What follows belongs to an exercise in optimizing a design on an open flow for small area, a short achievable clock period and few clock cycles per item; a production flow would make more cautious choices.
No activity file was given, so power comes from the tool's default toggle rates.

==> run Z <==
// rolling_hash_substring_counter_top
module rolling_hash_substring_counter_top (
  input  logic        clk,
  input  logic        rst_n,
  input  logic        in_valid,
  output logic        in_ready,
  input  logic [1:0]  in_op,
  input  logic [7:0]  in_char,
  output logic        out_valid,
  input  logic        out_ready,
  output logic        out_match,
  output logic [15:0] out_start,
  output logic [15:0] out_count
);
export LEC_CHECK = 0
export ABC_CLOCK_PERIOD_IN_PS = 3400
export CAP_MARGIN = 20
export CORE_MARGIN = 2
export CORE_UTILIZATION = 60
export SETUP_SLACK_MARGIN = 3.6
export SLEW_MARGIN = 20
export SYNTH_HIERARCHICAL = 1
export SYNTH_MINIMUM_KEEP_SIZE = 0
create_clock -name core_clock -period 7.0 [get_ports {clk}]
run.sh (not shown) runs the stock make flow with config.mk's settings and CLKGATE_MAP_FILE= SYNTH_SCRIPT=/design/flow/synth_recipe.tcl, a recipe that flattens the netlist after the stock synthesis.
==> inputs of run Y, as changes to run Z <==
--- a/flow/design.v
+++ b/flow/design.v
@@ -25,30 +25,39 @@
 );
   localparam int CAP = rhsc_pkg::RQ_DEPTH + 1;   
   logic       rdy_r;
   logic [3:0] occ_r, occ_nxt;
   logic       acc;
   logic       acc_text;
   assign acc      = in_valid && rdy_r;
   assign acc_text = acc && (in_op == rhsc_pkg::OP_TEXT);
+  logic [3:0] occ_p, occ_m;
+  logic       rdy_p, rdy_0;
+  logic       rdy_nxt;
+  assign occ_p = occ_r + 1'b1;
+  assign occ_m = occ_r - 1'b1;
+  assign rdy_p = (occ_r < 4'(CAP - 1));
+  assign rdy_0 = (occ_r < 4'(CAP));
   always_comb begin
-    occ_nxt = occ_r;
-    if (acc_text && !res_pop) occ_nxt = occ_r + 1'b1;
-    else if (!acc_text && res_pop) occ_nxt = occ_r - 1'b1;
+    case ({acc_text, res_pop})
+      2'b10:   begin occ_nxt = occ_p; rdy_nxt = rdy_p; end
+      2'b01:   begin occ_nxt = occ_m; rdy_nxt = 1'b1;  end
+      default: begin occ_nxt = occ_r; rdy_nxt = rdy_0; end
+    endcase
   end
   always_ff @(posedge clk) begin
     if (!rst_n) begin
       occ_r    <= '0;
       rdy_r    <= 1'b1;
       s0_valid <= 1'b0;
       s0_text  <= 1'b0;
     end else begin
       occ_r    <= occ_nxt;
-      rdy_r    <= (occ_nxt < 4'(CAP));
+      rdy_r    <= rdy_nxt;
       s0_valid <= acc && (in_op != 2'd3);
       s0_text  <= acc_text;
     end
   end
   always_ff @(posedge clk) begin
     s0_op  <= in_op;
     s0_chr <= in_char;
   end
@@ -76,33 +85,38 @@
   logic          q_nonempty;
   logic          load;
   logic [8:0]    e;
   logic          ov_r;
   logic          om_r;
   logic [15:0]   os_r;
   logic [15:0]   cnt_out_r;    
   logic [15:0]   pn_r;         
-  assign q_nonempty = (cnt_r != '0);
+  logic          ne_r;         
+  logic [AW:0]   cnt_up, cnt_dn;
+  assign q_nonempty = ne_r;
   assign res_pop    = ov_r && out_ready;
-  assign load       = q_nonempty && (!ov_r || out_ready);
+  assign load       = ne_r && (!ov_r || out_ready);
   assign e          = q_mem[rp_r];
   function automatic logic [AW-1:0] inc(input logic [AW-1:0] p);
     inc = (p == AW'(D - 1)) ? '0 : p + 1'b1;
   endfunction
+  assign cnt_up = r_push ? cnt_r + 1'b1 : cnt_r;    
+  assign cnt_dn = r_push ? cnt_r : cnt_r - 1'b1;    
   always_ff @(posedge clk) begin
     if (!rst_n) begin
       wp_r  <= '0;
       rp_r  <= '0;
       cnt_r <= '0;
+      ne_r  <= 1'b0;
     end else begin
       if (r_push) wp_r <= inc(wp_r);
       if (load)   rp_r <= inc(rp_r);
-      if (r_push && !load) cnt_r <= cnt_r + 1'b1;
-      else if (!r_push && load) cnt_r <= cnt_r - 1'b1;
+      cnt_r <= load ? cnt_dn : cnt_up;
+      ne_r  <= load ? (cnt_dn != '0) : (cnt_up != '0);
     end
   end
   always_ff @(posedge clk) begin
     if (r_push) q_mem[wp_r] <= {r_match, r_restart, r_klen};
   end
   logic [15:0] b_r;
   logic        e_match, e_rs;
   logic [6:0]  e_klen;
@@ -114,31 +128,31 @@
   assign st_rs   = 16'd1 - 16'(e_klen);        
   assign n_sat   = (cnt_out_r == 16'hFFFF);
   assign pn_sat  = (pn_r == 16'hFFFF);
   assign n_inc   = n_sat  ? cnt_out_r : cnt_out_r + 1'b1;
   assign pn_inc  = pn_sat ? pn_r : pn_r + 1'b1;
   assign b_inc   = pn_sat ? b_r : b_r + 1'b1;
   always_ff @(posedge clk) begin
     if (!rst_n) begin
-      ov_r      <= 1'b0;
-      cnt_out_r <= '0;
-      pn_r      <= '0;
-    end else begin
-      if (load) begin
-        ov_r      <= 1'b1;
-        if (e_rs) begin
-          cnt_out_r <= {15'd0, e_match};
-          pn_r      <= 16'd1;
-        end else begin
-          cnt_out_r <= e_match ? n_inc : cnt_out_r;
-          pn_r      <= pn_inc;
-        end
-      end else if (res_pop) begin
-        ov_r      <= 1'b0;
+      ov_r <= 1'b0;
+    end else if (load) begin
+      ov_r <= 1'b1;
+    end else if (res_pop) begin
+      ov_r <= 1'b0;
+    end
+  end
+  always_ff @(posedge clk) begin
+    if (load) begin
+      if (e_rs) begin
+        cnt_out_r <= {15'd0, e_match};
+        pn_r      <= 16'd1;
+      end else begin
+        cnt_out_r <= e_match ? n_inc : cnt_out_r;
+        pn_r      <= pn_inc;
       end
     end
   end
   always_ff @(posedge clk) begin
     if (load) begin
       om_r <= e_match;
       os_r <= !e_match ? 16'd0 : (e_rs ? st_rs : b_r);
       b_r  <= e_rs ? st_rs + 16'd1 : b_inc;
@@ -219,16 +233,17 @@
       for (int i = 1; i < 16; i++) seg16[i] <= seg16[i-1];
       seg32[0] <= m4;
       for (int i = 1; i < 32; i++) seg32[i] <= seg32[i-1];
     end
   end
   logic [7:0]  lvm;
   logic [31:0] pp0, pp1, pp2, pp3, pp4, pp5, pp6, pp7;
   logic [31:0] xa_nxt, xb_nxt;
+  logic [2-1:0] xe_nxt;       
   assign lvm = (s0_text && leave_r) ? lv_r : 8'd0;
   assign pp0 = s0_chr[0] ? kpow_r : 32'd0;
   assign pp1 = s0_chr[1] ? kpow_r : 32'd0;
   assign pp2 = s0_chr[2] ? kpow_r : 32'd0;
   assign pp3 = s0_chr[3] ? kpow_r : 32'd0;
   assign pp4 = s0_chr[4] ? kpow_r : 32'd0;
   assign pp5 = s0_chr[5] ? kpow_r : 32'd0;
   assign pp6 = s0_chr[6] ? kpow_r : 32'd0;
@@ -657,17 +672,16 @@
   logic mt_w422;
   logic mt_w423;
   logic mt_w424;
   logic mt_w425;
   logic mt_w426;
   logic mt_w427;
   logic mt_w428;
   logic mt_w429;
-  logic mt_w430;
   assign mt_w1 = pp0[1] ^ pp1[0];
   assign mt_w2 = pp0[1] & pp1[0];
   rhsc_fa u_mt_w3 (.a(pp0[2]), .b(pp1[1]), .c(pp2[0]), .s(mt_w3), .co(mt_w4));
   assign mt_w5 = lvm[2] ^ mt_w2;
   assign mt_w6 = lvm[2] & mt_w2;
   rhsc_fa u_mt_w7 (.a(pp0[3]), .b(pp1[2]), .c(pp2[1]), .s(mt_w7), .co(mt_w8));
   rhsc_fa u_mt_w9 (.a(pp3[0]), .b(lvm[3]), .c(mt_w4), .s(mt_w9), .co(mt_w10));
   assign mt_w11 = mt_w6 ^ mt_w7;
@@ -890,36 +904,38 @@
   rhsc_fa u_mt_w421 (.a(mt_w417), .b(mt_w404), .c(mt_w419), .s(mt_w421), .co(mt_w422));
   assign mt_w423 = pp0[31] ^ pp1[30] ^ pp2[29];
   assign mt_w424 = pp3[28] ^ pp4[27] ^ pp5[26];
   assign mt_w425 = pp6[25] ^ pp7[24] ^ lvm[6];
   assign mt_w426 = lvm[1] ^ mt_w423 ^ mt_w424;
   assign mt_w427 = mt_w408 ^ mt_w410 ^ mt_w425;
   assign mt_w428 = mt_w412 ^ mt_w426 ^ mt_w414;
   assign mt_w429 = mt_w427 ^ mt_w416 ^ mt_w428;
-  assign mt_w430 = mt_w418 ^ mt_w429 ^ mt_w420;
-  assign xa_nxt = {mt_w430, mt_w421, mt_w390, mt_w374, mt_w358, mt_w342, mt_w326, mt_w310, mt_w294, mt_w278, mt_w277, mt_w246, mt_w230, mt_w214, mt_w196, mt_w180, mt_w164, mt_w148, mt_w132, mt_w116, mt_w100, mt_w84, mt_w70, mt_w56, mt_w42, mt_w30, mt_w20, mt_w10, mt_w11, mt_w5, lvm[1], pp0[0]};
-  assign xb_nxt = {mt_w422, mt_w406, mt_w405, mt_w389, mt_w373, mt_w357, mt_w341, mt_w325, mt_w309, mt_w293, mt_w262, mt_w261, mt_w245, mt_w229, mt_w213, mt_w195, mt_w179, mt_w163, mt_w147, mt_w131, mt_w115, mt_w99, mt_w83, mt_w69, mt_w55, mt_w41, mt_w29, mt_w19, mt_w9, mt_w3, mt_w1, lvm[0]};
+  assign xa_nxt = {mt_w418, mt_w421, mt_w390, mt_w374, mt_w358, mt_w342, mt_w326, mt_w310, mt_w294, mt_w278, mt_w277, mt_w246, mt_w230, mt_w214, mt_w196, mt_w180, mt_w164, mt_w148, mt_w132, mt_w116, mt_w100, mt_w84, mt_w70, mt_w56, mt_w42, mt_w30, mt_w20, mt_w10, mt_w11, mt_w5, lvm[1], pp0[0]};
+  assign xb_nxt = {mt_w429, mt_w406, mt_w405, mt_w389, mt_w373, mt_w357, mt_w341, mt_w325, mt_w309, mt_w293, mt_w262, mt_w261, mt_w245, mt_w229, mt_w213, mt_w195, mt_w179, mt_w163, mt_w147, mt_w131, mt_w115, mt_w99, mt_w83, mt_w69, mt_w55, mt_w41, mt_w29, mt_w19, mt_w9, mt_w3, mt_w1, lvm[0]};
+  assign xe_nxt = {mt_w422, mt_w420};
   logic        s2_text, s2_key, s2_clr, s2_elig;
   logic [31:0] xa_r, xb_r;
+  logic [2-1:0] xe_r;
   always_ff @(posedge clk) begin
     if (!rst_n) begin
       s2_text <= 1'b0;
       s2_key  <= 1'b0;
       s2_clr  <= 1'b0;
     end else begin
       s2_text <= s1_text;
       s2_key  <= s1_key_ok;
       s2_clr  <= s1_clr;
     end
   end
   always_ff @(posedge clk) begin
     s2_elig <= elig_r;
     xa_r    <= xa_nxt;
     xb_r    <= xb_nxt;
+    xe_r    <= xe_nxt;
   end
   logic [24:0] nya_r, nyb_r;  
   logic [14-1:0] a_r;       
   logic [31:0] j_r;           
   logic [24:0] ya_nxt, yb_nxt;
   logic [14-1:0] a_nxt;
   logic [31:0] ja, jb;
   logic yt_w1;
@@ -1337,16 +1353,17 @@
   logic yt_w413;
   logic yt_w414;
   logic yt_w415;
   logic yt_w416;
   logic yt_w417;
   logic yt_w418;
   logic yt_w419;
   logic yt_w420;
+  logic yt_w421;
   rhsc_fa u_yt_w1 (.a(xa_r[0]), .b(xb_r[0]), .c(nya_r[0]), .s(yt_w1), .co(yt_w2));
   assign yt_w3 = 1'b1 ^ xa_r[1] ^ xb_r[1];
   assign yt_w4 = (1'b1 & xa_r[1]) | (1'b1 & xb_r[1]) | (xa_r[1] & xb_r[1]);
   rhsc_fa u_yt_w5 (.a(nya_r[1]), .b(nyb_r[1]), .c(yt_w2), .s(yt_w5), .co(yt_w6));
   rhsc_fa u_yt_w7 (.a(xa_r[2]), .b(xb_r[2]), .c(nya_r[2]), .s(yt_w7), .co(yt_w8));
   rhsc_fa u_yt_w9 (.a(nyb_r[2]), .b(yt_w4), .c(yt_w7), .s(yt_w9), .co(yt_w10));
   rhsc_fa u_yt_w11 (.a(xa_r[3]), .b(xb_r[3]), .c(nya_r[3]), .s(yt_w11), .co(yt_w12));
   rhsc_fa u_yt_w13 (.a(nyb_r[3]), .b(yt_w8), .c(yt_w11), .s(yt_w13), .co(yt_w14));
@@ -1547,29 +1564,30 @@
   rhsc_fa u_yt_w395 (.a(nya_r[10]), .b(nyb_r[10]), .c(nya_r[5]), .s(yt_w395), .co(yt_w396));
   rhsc_fa u_yt_w397 (.a(nyb_r[5]), .b(nya_r[0]), .c(nyb_r[0]), .s(yt_w397), .co(yt_w398));
   rhsc_fa u_yt_w399 (.a(yt_w372), .b(yt_w374), .c(yt_w376), .s(yt_w399), .co(yt_w400));
   rhsc_fa u_yt_w401 (.a(yt_w378), .b(yt_w391), .c(yt_w393), .s(yt_w401), .co(yt_w402));
   rhsc_fa u_yt_w403 (.a(yt_w395), .b(yt_w397), .c(yt_w380), .s(yt_w403), .co(yt_w404));
   rhsc_fa u_yt_w405 (.a(yt_w382), .b(yt_w399), .c(yt_w401), .s(yt_w405), .co(yt_w406));
   rhsc_fa u_yt_w407 (.a(yt_w384), .b(yt_w403), .c(yt_w386), .s(yt_w407), .co(yt_w408));
   rhsc_fa u_yt_w409 (.a(yt_w405), .b(yt_w388), .c(yt_w407), .s(yt_w409), .co(yt_w410));
-  assign yt_w411 = xa_r[31] ^ xb_r[31] ^ nya_r[21];
-  assign yt_w412 = nyb_r[21] ^ nya_r[16] ^ nyb_r[16];
-  assign yt_w413 = nya_r[11] ^ nyb_r[11] ^ nya_r[6];
-  assign yt_w414 = nyb_r[6] ^ nya_r[1] ^ nyb_r[1];
-  assign yt_w415 = yt_w411 ^ yt_w412 ^ yt_w413;
-  assign yt_w416 = yt_w414 ^ yt_w392 ^ yt_w394;
-  assign yt_w417 = yt_w396 ^ yt_w398 ^ yt_w415;
-  assign yt_w418 = yt_w416 ^ yt_w400 ^ yt_w402;
-  assign yt_w419 = yt_w417 ^ yt_w404 ^ yt_w418;
-  assign yt_w420 = yt_w406 ^ yt_w419 ^ yt_w408;
+  assign yt_w411 = xa_r[31] ^ xb_r[31] ^ xe_r[0];
+  assign yt_w412 = xe_r[1] ^ nya_r[21] ^ nyb_r[21];
+  assign yt_w413 = nya_r[16] ^ nyb_r[16] ^ nya_r[11];
+  assign yt_w414 = nyb_r[11] ^ nya_r[6] ^ nyb_r[6];
+  assign yt_w415 = nya_r[1] ^ nyb_r[1] ^ yt_w411;
+  assign yt_w416 = yt_w412 ^ yt_w413 ^ yt_w414;
+  assign yt_w417 = yt_w392 ^ yt_w394 ^ yt_w396;
+  assign yt_w418 = yt_w398 ^ yt_w415 ^ yt_w416;
+  assign yt_w419 = yt_w417 ^ yt_w400 ^ yt_w402;
+  assign yt_w420 = yt_w418 ^ yt_w404 ^ yt_w419;
+  assign yt_w421 = yt_w406 ^ yt_w420 ^ yt_w408;
   assign ya_nxt = {yt_w270, yt_w250, yt_w230, yt_w210, yt_w192, yt_w176, yt_w160, yt_w144, yt_w128, yt_w114, yt_w102, yt_w90, yt_w78, yt_w66, yt_w56, yt_w48, yt_w40, yt_w32, yt_w29, yt_w18, yt_w14, yt_w10, yt_w6, yt_w3, nyb_r[0]};
   assign yb_nxt = {yt_w289, yt_w269, yt_w249, yt_w229, yt_w209, yt_w191, yt_w175, yt_w159, yt_w143, yt_w127, yt_w113, yt_w101, yt_w89, yt_w77, yt_w65, yt_w55, yt_w47, yt_w39, yt_w31, yt_w23, yt_w17, yt_w13, yt_w9, yt_w5, yt_w1};
-  assign a_nxt = {yt_w410, yt_w420, yt_w409, yt_w390, yt_w389, yt_w370, yt_w369, yt_w350, yt_w349, yt_w330, yt_w329, yt_w310, yt_w309, yt_w290};
+  assign a_nxt = {yt_w410, yt_w421, yt_w409, yt_w390, yt_w389, yt_w370, yt_w369, yt_w350, yt_w349, yt_w330, yt_w329, yt_w310, yt_w309, yt_w290};
   logic jt_w1;
   logic jt_w2;
   logic jt_w3;
   logic jt_w4;
   logic jt_w5;
   logic jt_w6;
   logic jt_w7;
   logic jt_w8;
@@ -1623,16 +1641,17 @@
   logic jt_w56;
   logic jt_w57;
   logic jt_w58;
   logic jt_w59;
   logic jt_w60;
   logic jt_w61;
   logic jt_w62;
   logic jt_w63;
+  logic jt_w64;
   assign jt_w1 = j_r[0] ^ xa_r[0];
   assign jt_w2 = j_r[0] & xa_r[0];
   rhsc_fa u_jt_w3 (.a(j_r[1]), .b(xa_r[1]), .c(xb_r[1]), .s(jt_w3), .co(jt_w4));
   rhsc_fa u_jt_w5 (.a(j_r[2]), .b(xa_r[2]), .c(xb_r[2]), .s(jt_w5), .co(jt_w6));
   rhsc_fa u_jt_w7 (.a(j_r[3]), .b(xa_r[3]), .c(xb_r[3]), .s(jt_w7), .co(jt_w8));
   rhsc_fa u_jt_w9 (.a(j_r[4]), .b(xa_r[4]), .c(xb_r[4]), .s(jt_w9), .co(jt_w10));
   rhsc_fa u_jt_w11 (.a(j_r[5]), .b(xa_r[5]), .c(xb_r[5]), .s(jt_w11), .co(jt_w12));
   rhsc_fa u_jt_w13 (.a(j_r[6]), .b(xa_r[6]), .c(xb_r[6]), .s(jt_w13), .co(jt_w14));
@@ -1656,18 +1675,19 @@
   rhsc_fa u_jt_w49 (.a(j_r[24]), .b(xa_r[24]), .c(xb_r[24]), .s(jt_w49), .co(jt_w50));
   rhsc_fa u_jt_w51 (.a(j_r[25]), .b(xa_r[25]), .c(xb_r[25]), .s(jt_w51), .co(jt_w52));
   rhsc_fa u_jt_w53 (.a(j_r[26]), .b(xa_r[26]), .c(xb_r[26]), .s(jt_w53), .co(jt_w54));
   rhsc_fa u_jt_w55 (.a(j_r[27]), .b(xa_r[27]), .c(xb_r[27]), .s(jt_w55), .co(jt_w56));
   rhsc_fa u_jt_w57 (.a(j_r[28]), .b(xa_r[28]), .c(xb_r[28]), .s(jt_w57), .co(jt_w58));
   rhsc_fa u_jt_w59 (.a(j_r[29]), .b(xa_r[29]), .c(xb_r[29]), .s(jt_w59), .co(jt_w60));
   rhsc_fa u_jt_w61 (.a(j_r[30]), .b(xa_r[30]), .c(xb_r[30]), .s(jt_w61), .co(jt_w62));
   assign jt_w63 = j_r[31] ^ xa_r[31] ^ xb_r[31];
-  assign ja = {jt_w63, jt_w60, jt_w58, jt_w56, jt_w54, jt_w52, jt_w50, jt_w48, jt_w46, jt_w44, jt_w42, jt_w40, jt_w38, jt_w36, jt_w34, jt_w32, jt_w30, jt_w28, jt_w26, jt_w24, jt_w22, jt_w20, jt_w18, jt_w16, jt_w14, jt_w12, jt_w10, jt_w8, jt_w6, jt_w4, jt_w2, xb_r[0]};
-  assign jb = {jt_w62, jt_w61, jt_w59, jt_w57, jt_w55, jt_w53, jt_w51, jt_w49, jt_w47, jt_w45, jt_w43, jt_w41, jt_w39, jt_w37, jt_w35, jt_w33, jt_w31, jt_w29, jt_w27, jt_w25, jt_w23, jt_w21, jt_w19, jt_w17, jt_w15, jt_w13, jt_w11, jt_w9, jt_w7, jt_w5, jt_w3, jt_w1};
+  assign jt_w64 = xe_r[0] ^ xe_r[1] ^ jt_w63;
+  assign ja = {jt_w62, jt_w60, jt_w58, jt_w56, jt_w54, jt_w52, jt_w50, jt_w48, jt_w46, jt_w44, jt_w42, jt_w40, jt_w38, jt_w36, jt_w34, jt_w32, jt_w30, jt_w28, jt_w26, jt_w24, jt_w22, jt_w20, jt_w18, jt_w16, jt_w14, jt_w12, jt_w10, jt_w8, jt_w6, jt_w4, jt_w2, xb_r[0]};
+  assign jb = {jt_w64, jt_w61, jt_w59, jt_w57, jt_w55, jt_w53, jt_w51, jt_w49, jt_w47, jt_w45, jt_w43, jt_w41, jt_w39, jt_w37, jt_w35, jt_w33, jt_w31, jt_w29, jt_w27, jt_w25, jt_w23, jt_w21, jt_w19, jt_w17, jt_w15, jt_w13, jt_w11, jt_w9, jt_w7, jt_w5, jt_w3, jt_w1};
   always_ff @(posedge clk) begin
     if (!rst_n || s2_clr || s2_key) begin
       nya_r <= '1;
       nyb_r <= '1;
     end else if (s2_text) begin
       nya_r <= ~ya_nxt;
       nyb_r <= ~yb_nxt;
     end
Settings changed: CTS_CLUSTER_DIAMETER set to 80, CTS_CLUSTER_SIZE set to 28.
==> comparison table <==
| item | run Y | run Z |
|---|---|---|
| Run status | complete, no violations | complete, no violations |
| Highest achievable clock rate | 299 MHz | 300 MHz |
| Count of different cell masters after synthesis | 81 | 83 |
| Effective utilization at floorplan | 60.4% | 60.7% |
| Arithmetic-cell share of the synthesized area counting full adders, half adders and majority gates | 25.0% | 25.1% |
| Post-CTS setup repair buffer count | 1 | 2 |
| Switching share of power | 35.5% | 33.9% |
| Inverters excl. clock | 137 | 148 |
| Synthesized netlist net count | 3800 | 3808 |
| Total Nets Final | 3833 | 3895 |
| Number of CTS-inserted buffers | 47 | 91 |
| Post-detailed-route wirelength per cell | 22.6 um | 21.9 um |
| Share of cell area taken by multi-input logic gates | 42.1% | 41.2% |
| Hold Startpoint | u_back.s2_elig$_DFF_P_ | u_back.seg16[2][5]$_DFFE_PP_ |
| Area share of and/or/nand/nor cells after synthesis | 8.98% | 8.82% |
No run of this note included a check of the RTL's function; only the layout flow was run.

[what the ideal ports hide]
The results above use ideal ports. As a check the final layouts listed here were re-extracted and re-timed, cells and wires unchanged. Step 1: set_driving_cell puts a clkbuf_16 on clk and a buf_2 on each other input, an assumption about the parent block. Step 2 times the ports against the registers' clock, not the clock port: input delays grow and output delays shrink by t, the midpoint of the rising clock arrivals with the driver on. Slacks: ideal / step 1 / step 2; pairs: ideal / step 1.
run | t, ns | setup WS [ns] | worst hold slack (ns) | worst setup path after step 2 | slew at the worst register clock pin (ns)
run Z | 0.709 | 3.662 / 3.662 / 3.094 | 0.382 / 0.382 / 0.382 | input to register | 0.07 / 0.07
run Y | 0.698 | 3.660 / 3.660 / 3.128 | 0.339 / 0.339 / 0.339 | input to register | 0.11 / 0.11
After both steps setup and hold are still met in every run listed. For run Z, which loses most, drivers alone change the setup slack by 0.000 ns; drivers and shift together by -0.568 ns.
